This is an optimization exercise on Yosys and OpenROAD, whose aim is small area, not a production implementation.
Function was checked by simulation only, so behaviour that the tests miss may differ from the original.
No driver is modelled on the clock port, so clocking that relies on it looks cheaper here than on a real chip.
No activity file was given, so power comes from the tool's default toggle rates.

Setup of run 1:
Design framestore_manager, start of the top module:
module framestore_manager (
	input  logic        internal_ZBT_clock,
	input  logic        resetn,
	input  logic        address_reset,
	input  logic [11:0] image_horizontal,
	input  logic [1:0]  picture_type,
	input  logic        yuv_write_en,
	input  logic [7:0]  yuv_write_data,
	input  logic        picture_start,
	input  logic        frame_advance,
	input  logic        audio_sync_in,
	output logic        display_select,
	output logic        display_advance,
	output logic        audio_sync_out,
	input  logic [51:0] video_stream,
	input  logic [51:0] audio_stream,
	input  logic [19:0] fs_fwd,
	input  logic [19:0] fs_bwd,
	input  logic [31:0] bank0_read_data,
	input  logic [31:0] bank1_read_data,
	output logic [51:0] bank0,
	output logic [51:0] bank1,
	output logic        video_stream_access,
	output logic        audio_stream_access,
	output logic        framestore_busy,
	output logic [31:0] video_stream_read_data,
	output logic [31:0] audio_stream_read_data,
	output logic [31:0] fs_fwd_data,
	output logic [31:0] fs_bwd_data
);
Size: about 580 cells after synthesis, ~480 I/O pins, ~5100 sq um of cells after synthesis.
clock: 7.0 ns
lec_check: 0
cap_margin: 20
core_margin: 2
core_utilization: 45
place_density: 0.9
slew_margin: 20
standard.sh (not shown) runs the stock make flow with config.mk's settings and CLKGATE_MAP_FILE= SYNTH_SCRIPT=/design/flow/synth_recipe.tcl, a recipe that flattens the netlist after the stock synthesis.
==> flow/flow/run.sh <==
#!/bin/bash
# Standard synthesis, then an area-oriented re-mapping of its
# combinational logic: every flip-flop, adder and tie cell of the
# standard synthesis is kept as it is, with its name; a few ABC scripts
# are tried and the smallest result that is proven equivalent to the
# standard netlist is used (else the standard netlist itself). Then the
# standard layout, with the port buffers made of the smallest buffer, a
# clock tree of small buffers without dummy loads (a buffer whose
# flip-flops see a slow clock edge made one size stronger), denser pins, and
# layout repairs limited to buffers up to buf_4.
set -euo pipefail
PORTBUF="BUFFER_PORTS_ARGS=-buffer_cell sky130_fd_sc_hd__buf_1"
CTS="CTS_ARGS=-sink_clustering_enable -repair_clock_nets -dont_use_dummy_load -buf_list {sky130_fd_sc_hd__clkbuf_4} -sink_clustering_size 20"
PINS="PLACE_PINS_ARGS=-min_distance 1 -min_distance_in_tracks"
# A clock tree buffer whose flip-flops see a slow clock edge is upsized
POSTCTS="POST_CTS_TCL=$(pwd)/flow/post_cts.tcl"
RES=orfs/results/${FLOW_PLATFORM}/framestore_manager/base
LIB=${FLOW_HOME}/platforms/${FLOW_PLATFORM}/lib/sky130_fd_sc_hd__tt_025C_1v80.lib
YOSYS=$(command -v yosys || echo ${FLOW_HOME}/../tools/install/yosys/bin/yosys)
KEEP="sky130_fd_sc_hd__df* sky130_fd_sc_hd__edf* sky130_fd_sc_hd__sdf* sky130_fd_sc_hd__sedf* sky130_fd_sc_hd__fa_* sky130_fd_sc_hd__ha_* sky130_fd_sc_hd__conb_*"
PLATFORM_DONT_USE=$(sed -n '/^export DONT_USE_CELLS/,/^#/p' ${FLOW_HOME}/platforms/${FLOW_PLATFORM}/config.mk \
	| grep -o 'sky130_fd_sc_hd__[a-z0-9_]*' | tr '\n' ' ')
BIGBUF="DONT_USE_CELLS=$PLATFORM_DONT_USE sky130_fd_sc_hd__buf_6 sky130_fd_sc_hd__buf_8 sky130_fd_sc_hd__buf_12 sky130_fd_sc_hd__buf_16 sky130_fd_sc_hd__bufbuf_8 sky130_fd_sc_hd__bufbuf_16 sky130_fd_sc_hd__bufinv_8 sky130_fd_sc_hd__bufinv_16"

bash standard.sh "$PORTBUF" synth > synth.log 2>&1

DONT_USE=$(echo $PLATFORM_DONT_USE | tr ' ' '\n' | sed 's/^/-dont_use /' | tr '\n' ' ')
cp $RES/1_2_yosys.v standard_synth.v

SCRIPTS=(
	"strash;dc2;if -K 6;mfs2 -W 4;strash;dc2;dch;amap;strash;dch;amap"
	"strash;dc2;if -K 6;mfs2 -W 4;strash;dc2;dch;amap"
	"strash;dc2;if -K 5;mfs2 -W 4;strash;dc2;dch;amap"
	"strash;dc2;if -K 6;mfs2 -W 4;if -K 6;mfs2 -W 4;strash;dc2;dch;amap"
	"strash;dc2;dch;amap"
)
: > remap_areas.txt
for i in "${!SCRIPTS[@]}"; do
	echo "${SCRIPTS[$i]}" | tr ';' '\n' > remap_$i.abc
	cat > remap_$i.ys <<EOY
read_liberty -ignore_miss_func $LIB
read_verilog standard_synth.v
hierarchy -top ${FLOW_TOP}
setattr -mod -set keep_hierarchy 1 $KEEP
flatten
opt -purge
abc -liberty $LIB $DONT_USE -script remap_$i.abc
opt_clean -purge
hilomap -singleton -hicell sky130_fd_sc_hd__conb_1 HI -locell sky130_fd_sc_hd__conb_1 LO
splitnets
opt_clean -purge
tee -o remap_${i}_stat.txt stat -liberty $LIB
select ${FLOW_TOP}
write_verilog -noattr -nohex -nodec -selected remapped_$i.v
EOY
	if $YOSYS remap_$i.ys > remap_$i.log 2>&1; then
		a=$(grep "Chip area for top module" remap_${i}_stat.txt | awk '{print $NF}')
		echo "$a $i" >> remap_areas.txt
	fi
done

used=none
for i in $(sort -n remap_areas.txt | awk '{print $2}'); do
	cat > equiv_$i.ys <<EOY
read_liberty -ignore_miss_func $LIB
read_verilog standard_synth.v
hierarchy -top ${FLOW_TOP}
flatten
rename ${FLOW_TOP} gold
design -stash gold
read_liberty -ignore_miss_func $LIB
read_verilog remapped_$i.v
hierarchy -top ${FLOW_TOP}
flatten
rename ${FLOW_TOP} gate
design -stash gate
design -copy-from gold gold
design -copy-from gate gate
async2sync
equiv_make gold gate equiv
hierarchy -top equiv
equiv_simple -undef
equiv_induct -undef
equiv_status -assert
EOY
	if $YOSYS equiv_$i.ys > equiv_$i.log 2>&1; then
		cp remapped_$i.v $RES/1_2_yosys.v
		used=$i
		break
	fi
done
echo "re-mapping used: $used" >> remap_areas.txt

bash standard.sh "$PORTBUF" "$CTS" "$PINS" "$BIGBUF" "$POSTCTS" finish > standard_flow.log 2>&1
Other scripts of this flow, unchanged in this note and not shown: flow/flow/post_cts.tcl
Here is what was changed in the inputs of run 2 compared with run 1.
Settings: clearing PLACE_DENSITY, which used to be 0.9.
Findings:
Run 2 against run 1; count of cells along the worst register-to-register path is up by a few percent. Run 2 can be clocked faster than run 1. Compared with run 1, run 2 shows a count of non-CTS buffers in the layout that is about 1.6% higher. Changes observed in run 2 relative to run 1: met1 layer usage reported by global route went down 6.4 points; utilization up 0.22 points; sequential share of cell area held. Run 1 leaves less setup margin than run 2. Summary of run 2 over run 1: design area rose 0.34%, final critical-path share of the clock period fell 0.45 points.
The inputs of run 3 differ from those of run 2 as listed below.
Settings: putting PLACE_DENSITY at 0.75 where nothing was set.
==> results.txt <==
- Run 3 ends up with higher power share of the combinational group than run 2 does.
- Sort run 3 and run 2 by detailed-route wire length asc -> top: run 2
- Looking only at share of power burned in the clock network, and setting everything else aside, the lower value of run 3 and run 2 goes to run 3.
- Re critical path depth: run 3 and run 2 aren't equal, and the higher value belongs to run 2.
- On part of the cycle the worst path needs: run 3 sits below run 2.
- For the design area, run 3 came in about 0.55% lower than run 2 did.
- Taking run 2 as the reference, in run 3 per-cell routed wire length picked up an extra 19%, maximum number of pins on one net before global-route repair went up by 5.9%, final weighted congestion in routability-driven placement increased by 0.10 relative to the old numbers.
- Compared with run 2, the detailed router inserted more vias in run 3.
Input changes introduced in run 4 (baseline for comparison: run 3):
Settings: CAP_MARGIN now 0, was 20; SLEW_MARGIN now 0, was 20.
==> results.txt <==
In terms of sequential share of layout area, run 3 and run 4 differ only marginally.
Final routed wirelength across all metal layers of run 4 is on par with run 3.
From run 4 to run 3, number of sinks handled by clock tree synthesis did not move at all.
Run 3 -> run 4: power density normalized to cell area flat
Between run 4 and run 3, the clock group share of total power does not differ in any meaningful way.
Status: setup slack parity (run 3, run 4)
Between run 3 and run 4, the flow reports mean number of vias per cell decreasing slightly.
Highest ir drop seen on vdd delta (run 4 − run 3): unfavourable

[separate check: timing with driven ports]
No port has a modelled driver above. Below, the same layouts with a new extraction and two added sets of constraints.
Step 1 assumes that a clkbuf_16 drives the clock port and a buf_2 every other input.
Step 2 also shifts input and output timing later by t, the mid clock arrival at the registers, as if the neighbouring blocks saw the same clock.
a / b / c = ideal / step 1 / step 2; a / b = the first two.
run	shift t [ns]	slack for setup (ns)	worst slew at a driven data input, ns
run 1	0.432	0.500 / 0.511 / 0.079	0.08
run 2	0.433	0.532 / 0.543 / 0.110	0.09
run 3	0.422	0.550 / 0.560 / 0.138	0.09
run 4	0.420	0.550 / 0.561 / 0.140	0.09
After both steps setup and hold are still met in every run listed. For run 2, which loses most, drivers alone change the setup slack by +0.011 ns; drivers and shift together by -0.422 ns.
